Source: an optimization exercise on an open RTL-to-GDS flow (aim: small area). Production flows keep margins and buffers that such runs may drop.
Function was checked by simulation only, so behaviour that the tests miss may differ from the original.
Power figures rest on the tool's default switching activity, not on a simulated workload.

==> flow/design.v (excerpt) <==
module arena_display (
	input  logic clk,
	input  logic rst_n,
	input  logic pix_en,
	input  arena_pkg::rail_t team1_ver_pos,
	input  arena_pkg::rail_t team1_hor_pos,
	input  arena_pkg::rail_t team2_ver_pos,
	input  arena_pkg::rail_t team2_hor_pos,
	input  arena_pkg::coord_t ball_x,
	input  arena_pkg::coord_t ball_y,
	input  arena_pkg::coord_t bludger_x,
	input  arena_pkg::coord_t bludger_y,
	input  arena_pkg::score_t team1_score,
	input  arena_pkg::score_t team2_score,
	output logic hor_sync,
	output logic ver_sync,
	output arena_pkg::channel_t red,
	output arena_pkg::channel_t green,
	output arena_pkg::channel_t blue
);
==> flow/config.mk <==
export PLATFORM = sky130hd
export DESIGN_NAME = arena_display
export DESIGN_NICKNAME = arena_display
export VERILOG_FILES = /design/flow/design.v
export SDC_FILE = /design/flow/constraint.sdc
export NUM_CORES = 4
export LEC_CHECK = 0
export ABC_AREA = 1
export CAP_MARGIN = 20
export CORE_MARGIN = 2
export CORE_UTILIZATION = 40
export CTS_BUF_LIST = sky130_fd_sc_hd__clkbuf_8
export SLEW_MARGIN = 20
==> flow/constraint.sdc <==
create_clock -name core_clock -period 14.0 [get_ports {clk}]
set_input_delay 2.8000 -clock core_clock [delete_from_list [all_inputs] [get_ports {clk}]]
set_output_delay 2.8000 -clock core_clock [all_outputs]
set_load 0.01 [all_outputs]
standard.sh (not shown) runs the stock make flow with config.mk's settings and CLKGATE_MAP_FILE= SYNTH_SCRIPT=/design/flow/synth_recipe.tcl, a recipe that flattens the netlist after the stock synthesis.
==> flow/flow/run.sh <==
#!/bin/bash
# The standard layout with two changes:
#  - synthesis maps the logic with a stronger ABC area script (flow/abc_area.script),
#    without Yosys's full-adder extraction and without the quick ABC pass inside
#    Yosys's synth command (SYNTH_ARGS=-noabc), so the final ABC run sees the
#    unmapped logic; the flip-flops are mapped by the
#    standard dfflibmap step, so they keep the standard synthesis's names and cells;
#  - port buffers use the smallest buffer cell.
# Each make run writes its full output to a log file here; ORFS keeps its
# per-step logs under orfs/logs.
set -euo pipefail
W=$PWD
rm -rf "$W/orfs_scripts"
cp -r "$FLOW_HOME/scripts" "$W/orfs_scripts"
cp "$W/flow/abc_area.script" "$W/orfs_scripts/abc_area.script"
export BUFFER_PORTS_ARGS="-buffer_cell sky130_fd_sc_hd__buf_1"
export CTS_ARGS="-repair_clock_nets -buf_list sky130_fd_sc_hd__clkbuf_8 -dont_use_dummy_load"
SCRIPTS_DIR="$W/orfs_scripts" ADDER_MAP_FILE= SYNTH_ARGS=-noabc bash standard.sh synth > "$W/synth_make.log" 2>&1
bash standard.sh > "$W/layout_make.log" 2>&1
==> flow/flow/abc_area.script <==
strash
&get -n
&deepsyn -T 20
&put
dch -f
map -a
strash
&get -n
&deepsyn -T 20
&put
dch -f
amap
topo
Edit:
==> flow/flow/run.sh (replaced) <==
#!/bin/bash
set -euo pipefail
W=$PWD
rm -rf "$W/orfs_scripts"
cp -r "$FLOW_HOME/scripts" "$W/orfs_scripts"
cp "$W/flow/abc_area.script" "$W/orfs_scripts/abc_area.script"
export BUFFER_PORTS_ARGS="-buffer_cell sky130_fd_sc_hd__buf_1"
export CTS_ARGS="-sink_clustering_enable -repair_clock_nets -buf_list sky130_fd_sc_hd__clkbuf_8 -dont_use_dummy_load"
SCRIPTS_DIR="$W/orfs_scripts" ADDER_MAP_FILE= SYNTH_ARGS=-noabc bash standard.sh synth > "$W/synth_make.log" 2>&1
bash standard.sh > "$W/layout_make.log" 2>&1
--- a/flow/flow/abc_area.script
+++ b/flow/flow/abc_area.script
@@ -6 +6,7 @@
-map -a
+amap
+strash
+&get -n
+&deepsyn -T 20
+&put
+dch -f
+amap
Result:
- setup slack is better by 1.3 ns
- power goes down by 0.61%
- worst hold slack is better by 0.0080 ns
- core utilization goes down by 0.48 points
- wire length goes down by 3.7%
- sequential share of layout area goes up by 0.20 points
- global-route usage goes down by 0.18 points
- clock skew goes down by 0.0053 ns
- maximum frequency goes up by 16%
Edit:
--- a/flow/flow/run.sh
+++ b/flow/flow/run.sh
@@ -1,0 +2,9 @@
+# The standard layout with two changes:
+#  - synthesis maps the logic with a stronger ABC area script (flow/abc_area.script),
+#    without Yosys's full-adder extraction and without the quick ABC pass inside
+#    Yosys's synth command (SYNTH_ARGS=-noabc), so the final ABC run sees the
+#    unmapped logic; the flip-flops are mapped by the
+#    standard dfflibmap step, so they keep the standard synthesis's names and cells;
+#  - port buffers use the smallest buffer cell.
+# Each make run writes its full output to a log file here; ORFS keeps its
+# per-step logs under orfs/logs.
@@ -8 +16,0 @@
-export CTS_ARGS="-sink_clustering_enable -repair_clock_nets -buf_list sky130_fd_sc_hd__clkbuf_8 -dont_use_dummy_load"
==> flow/flow/abc_area.script (replaced) <==
strash
&get -n
&deepsyn -T 20
&put
dch -f
map -a
strash
&get -n
&deepsyn -T 20
&put
dch -f
amap
topo
After rerunning:
- via count grows by 2.6%
- global-route usage goes up by 0.20 points
- worst hold slack degrades by 0.011 ns
- power came out higher by 10%
- design area rises by 2.9%
- final cell count came out higher by 4.4%
- routed wire length climbs by 3.4%
- worst setup slack got worse by 1.2 ns
Edit:
==> flow/flow/run.sh (replaced) <==
#!/bin/bash
set -euo pipefail
W=$PWD
rm -rf "$W/orfs_scripts"
cp -r "$FLOW_HOME/scripts" "$W/orfs_scripts"
cp "$W/flow/abc_area.script" "$W/orfs_scripts/abc_area.script"
export BUFFER_PORTS_ARGS="-buffer_cell sky130_fd_sc_hd__buf_1"
export CTS_ARGS="-sink_clustering_enable -repair_clock_nets -buf_list sky130_fd_sc_hd__clkbuf_8 -dont_use_dummy_load"
SCRIPTS_DIR="$W/orfs_scripts" ADDER_MAP_FILE= SYNTH_ARGS=-noabc bash standard.sh synth > "$W/synth_make.log" 2>&1
bash standard.sh > "$W/layout_make.log" 2>&1
What happened: The changed run completed without violations. Global-route usage barely changes. Cell area goes down by 0.53%. Die area is unchanged.
Edit:
==> flow/flow/run.sh (replaced) <==
#!/bin/bash
# The standard layout with two changes:
#  - synthesis maps the logic with a stronger ABC area script (flow/abc_area.script)
#    and without Yosys's full-adder extraction; the flip-flops are mapped by the
#    standard dfflibmap step, so they keep the standard synthesis's names and cells;
#  - port buffers use the smallest buffer cell.
# Each make run writes its full output to a log file here; ORFS keeps its
# per-step logs under orfs/logs.
set -euo pipefail
W=$PWD
rm -rf "$W/orfs_scripts"
cp -r "$FLOW_HOME/scripts" "$W/orfs_scripts"
cp "$W/flow/abc_area.script" "$W/orfs_scripts/abc_area.script"
export BUFFER_PORTS_ARGS="-buffer_cell sky130_fd_sc_hd__buf_1"
SCRIPTS_DIR="$W/orfs_scripts" ADDER_MAP_FILE= bash standard.sh synth > "$W/synth_make.log" 2>&1
bash standard.sh > "$W/layout_make.log" 2>&1
The changed run completed with no timing, DRC or antenna violations; register-to-register slack got worse by 1.7 ns; routed wire length grows by about 3.3%; first-iteration DRC count is lower by 1.6%; power fell by 2.0%; worst hold slack got worse by 0.0056 ns; non-clock buffer count climbs by 1.

---

Setup of north:
arena_display again, from the RTL that the note above started with.
==> flow/design.v (excerpt) <==
module arena_display (
	input  logic clk,
	input  logic rst_n,
	input  logic pix_en,
	input  arena_pkg::rail_t team1_ver_pos,
	input  arena_pkg::rail_t team1_hor_pos,
	input  arena_pkg::rail_t team2_ver_pos,
	input  arena_pkg::rail_t team2_hor_pos,
	input  arena_pkg::coord_t ball_x,
	input  arena_pkg::coord_t ball_y,
	input  arena_pkg::coord_t bludger_x,
	input  arena_pkg::coord_t bludger_y,
	input  arena_pkg::score_t team1_score,
	input  arena_pkg::score_t team2_score,
	output logic hor_sync,
	output logic ver_sync,
	output arena_pkg::channel_t red,
	output arena_pkg::channel_t green,
	output arena_pkg::channel_t blue
);
export LEC_CHECK = 0
export ABC_AREA = 1
export CAP_MARGIN = 0
export CORE_MARGIN = 2
export CORE_UTILIZATION = 40
export CTS_BUF_LIST = sky130_fd_sc_hd__clkbuf_8
export SLEW_MARGIN = 0
create_clock -name core_clock -period 14.0 [get_ports {clk}]
==> flow/flow/run.sh <==
#!/bin/bash
# The standard layout with two changes:
#  - synthesis maps the logic with a stronger ABC area script (flow/abc_area.script)
#    and without Yosys's full-adder extraction; the flip-flops are mapped by the
#    standard dfflibmap step, so they keep the standard synthesis's names and cells;
#  - port buffers use the smallest buffer cell.
# Each make run writes its full output to a log file here; ORFS keeps its
# per-step logs under orfs/logs.
set -euo pipefail
W=$PWD
rm -rf "$W/orfs_scripts"
cp -r "$FLOW_HOME/scripts" "$W/orfs_scripts"
cp "$W/flow/abc_area.script" "$W/orfs_scripts/abc_area.script"
export BUFFER_PORTS_ARGS="-buffer_cell sky130_fd_sc_hd__buf_1"
SCRIPTS_DIR="$W/orfs_scripts" ADDER_MAP_FILE= bash standard.sh synth > "$W/synth_make.log" 2>&1
bash standard.sh > "$W/layout_make.log" 2>&1
==> flow/flow/abc_area.script <==
strash
&get -n
&deepsyn -T 20
&put
dch -f
map -a
strash
&get -n
&deepsyn -T 20
&put
dch -f
amap
topo
north was carried through to the last stage, and its layout satisfied the timing, design-rule and antenna checks.
The inputs of south differ from those of north as listed below.
==> flow/flow/run.sh <==
#!/bin/bash
# The standard layout with two changes:
#  - synthesis maps the logic with a stronger ABC area script (flow/abc_area.script),
#    without Yosys's full-adder extraction and without the quick ABC pass inside
#    Yosys's synth command (SYNTH_ARGS=-noabc), so the final ABC run sees the
#    unmapped logic; the flip-flops are mapped by the
#    standard dfflibmap step, so they keep the standard synthesis's names and cells;
#  - port buffers use the smallest buffer cell.
# Each make run writes its full output to a log file here; ORFS keeps its
# per-step logs under orfs/logs.
set -euo pipefail
W=$PWD
rm -rf "$W/orfs_scripts"
cp -r "$FLOW_HOME/scripts" "$W/orfs_scripts"
cp "$W/flow/abc_area.script" "$W/orfs_scripts/abc_area.script"
export BUFFER_PORTS_ARGS="-buffer_cell sky130_fd_sc_hd__buf_1"
export CTS_ARGS="-sink_clustering_enable -repair_clock_nets -buf_list sky130_fd_sc_hd__clkbuf_8 -dont_use_dummy_load"
SCRIPTS_DIR="$W/orfs_scripts" ADDER_MAP_FILE= SYNTH_ARGS=-noabc bash standard.sh synth > "$W/synth_make.log" 2>&1
bash standard.sh > "$W/layout_make.log" 2>&1
--- a/flow/config.mk
+++ b/flow/config.mk
@@ -7,7 +7,7 @@
 export LEC_CHECK = 0
 export ABC_AREA = 1
-export CAP_MARGIN = 0
+export CAP_MARGIN = 20
 export CORE_MARGIN = 2
 export CORE_UTILIZATION = 40
 export CTS_BUF_LIST = sky130_fd_sc_hd__clkbuf_8
-export SLEW_MARGIN = 0
+export SLEW_MARGIN = 20
Findings:
On south: post-synthesis compound-gate area fraction is 2.6 points lower than what north gave.
Comparing the two runs side by side, south comes out behind north on worst clock skew.
south ends up with lower clock network area share than north does.
Changes observed in south relative to north: part of the power in the clock network -9.6 points, minimum clock period fell 1730 ps, final instance area lower.
What east does differently from south at the input level:
==> flow/flow/run.sh <==
#!/bin/bash
# The standard layout with these changes:
#  - synthesis maps the logic with a stronger ABC area script (flow/abc_area.script),
#    without Yosys's full-adder extraction and without the quick ABC pass inside
#    Yosys's synth command (SYNTH_ARGS=-noabc), so the final ABC run sees the
#    unmapped logic; the flip-flops are mapped by the
#    standard dfflibmap step, so they keep the standard synthesis's names and cells;
#  - port buffers use the smallest buffer cell;
set -euo pipefail
W=$PWD
rm -rf "$W/orfs_scripts"
cp -r "$FLOW_HOME/scripts" "$W/orfs_scripts"
cp "$W/flow/abc_area.script" "$W/orfs_scripts/abc_area.script"
export BUFFER_PORTS_ARGS="-buffer_cell sky130_fd_sc_hd__buf_1"
export CTS_ARGS="-sink_clustering_enable -repair_clock_nets -buf_list sky130_fd_sc_hd__clkbuf_8 -dont_use_dummy_load"
SCRIPTS_DIR="$W/orfs_scripts" ADDER_MAP_FILE= SYNTH_ARGS=-noabc SYNTH_INSBUF=0 bash standard.sh synth > "$W/synth_make.log" 2>&1
bash standard.sh > "$W/layout_make.log" 2>&1
--- a/flow/flow/abc_area.script
+++ b/flow/flow/abc_area.script
@@ -4,5 +4,11 @@
 &put
 dch -f
-map -a
+amap
+strash
+&get -n
+&deepsyn -T 20
+&put
+dch -f
+amap
 strash
 &get -n
--- a/flow/config.mk
+++ b/flow/config.mk
@@ -11,3 +11,4 @@
 export CORE_UTILIZATION = 40
 export CTS_BUF_LIST = sky130_fd_sc_hd__clkbuf_8
+export GPL_TIMING_DRIVEN = 0
 export SLEW_MARGIN = 20
Findings:
east reached the end of the flow, and the finished layout is clean on the timing, design-rule and antenna checks.
east: die area is about 5% lower than what south reported.
All-layer global routing usage across east and south: no real change.
Between east and south, the switching share of total power is higher for south.
The number of synthesized register bits was comparable across east and south.
east: non-clock buffer contribution to total cell area is 0.41 points lower than what south reported.
south → east: total power has decreased, instance count of the mapped netlist has decreased, pre-CTS setup slack has increased, critical path's largest stage delay has increased, worst slew margin relative to its limit has decreased.
Min met2 capacity usage during global routing across east and south: east
[inputs] west vs east
==> flow/flow/run.sh <==
#!/bin/bash
set -euo pipefail
W=$PWD
rm -rf "$W/orfs_scripts"
cp -r "$FLOW_HOME/scripts" "$W/orfs_scripts"
cp "$W/flow/abc_area.script" "$W/orfs_scripts/abc_area.script"
export BUFFER_PORTS_ARGS="-buffer_cell sky130_fd_sc_hd__buf_1"
export CTS_ARGS="-sink_clustering_enable -repair_clock_nets -buf_list sky130_fd_sc_hd__clkbuf_8 -dont_use_dummy_load"
SCRIPTS_DIR="$W/orfs_scripts" ADDER_MAP_FILE= SYNTH_ARGS=-noabc SYNTH_INSBUF=0 bash standard.sh synth > "$W/synth_make.log" 2>&1
bash standard.sh > "$W/layout_make.log" 2>&1
## What came out
- Reported for east and west, proportion of synthesized chip area in sequential cells turned out identical to the last digit.
- | power | west vs east | ≈ equal |
- The biggest fanout along the worst timing path on west is in line with that on east.
- [compare] base=east new=west: wire length level; flip-flop and latch count level; average routed wire per standard cell level; maximum frequency from static timing analysis level.
- Sequential share of power essentially unchanged between east and west.

==> separate check: timing with driven ports <==
In the flow no input, the clock included, has a driving cell. The finished layouts below were timed again as built, in two steps.
Step 1 sets driving cells, clkbuf_16 on the clock port and buf_2 on the other inputs (assumed; they add their load-dependent delay and slew).
Step 2, shift: input delay + t, output delay - t, t = (earliest + latest rising clock arrival at the registers) / 2. This alone moves slack from input paths to output paths.
Slacks: no drivers / after step 1 / after step 2; pairs: no drivers / after step 1.
run	t (ns)	setup slack, ns	hold WS [ns]	clock arrival spread, ns	worst data-port slew with drivers (ns)
the first run of note 1	0.306	4.884 / 4.884 / 4.884	0.562 / 0.562 / 0.562	0.016 / 0.016	0.04
the second run of note 1	0.305	6.155 / 6.155 / 6.155	0.570 / 0.570 / 0.570	0.011 / 0.011	0.03
the third run of note 1	0.312	4.952 / 4.952 / 4.952	0.560 / 0.560 / 0.560	0.002 / 0.002	0.04
the fourth run of note 1	0.306	4.884 / 4.884 / 4.884	0.562 / 0.562 / 0.562	0.016 / 0.016	0.04
the fifth run of note 1	0.309	3.150 / 3.150 / 3.150	0.557 / 0.557 / 0.557	0.005 / 0.005	0.04
north	0.309	3.150 / 3.150 / 3.150	0.557 / 0.557 / 0.557	0.005 / 0.005	0.04
south	0.306	4.884 / 4.884 / 4.884	0.562 / 0.562 / 0.562	0.016 / 0.016	0.04
east	0.296	5.215 / 5.215 / 5.215	0.579 / 0.579 / 0.579	0.003 / 0.003	0.04
west	0.296	5.215 / 5.215 / 5.215	0.579 / 0.579 / 0.579	0.003 / 0.003	0.04
After both steps every run listed still meets setup and hold.
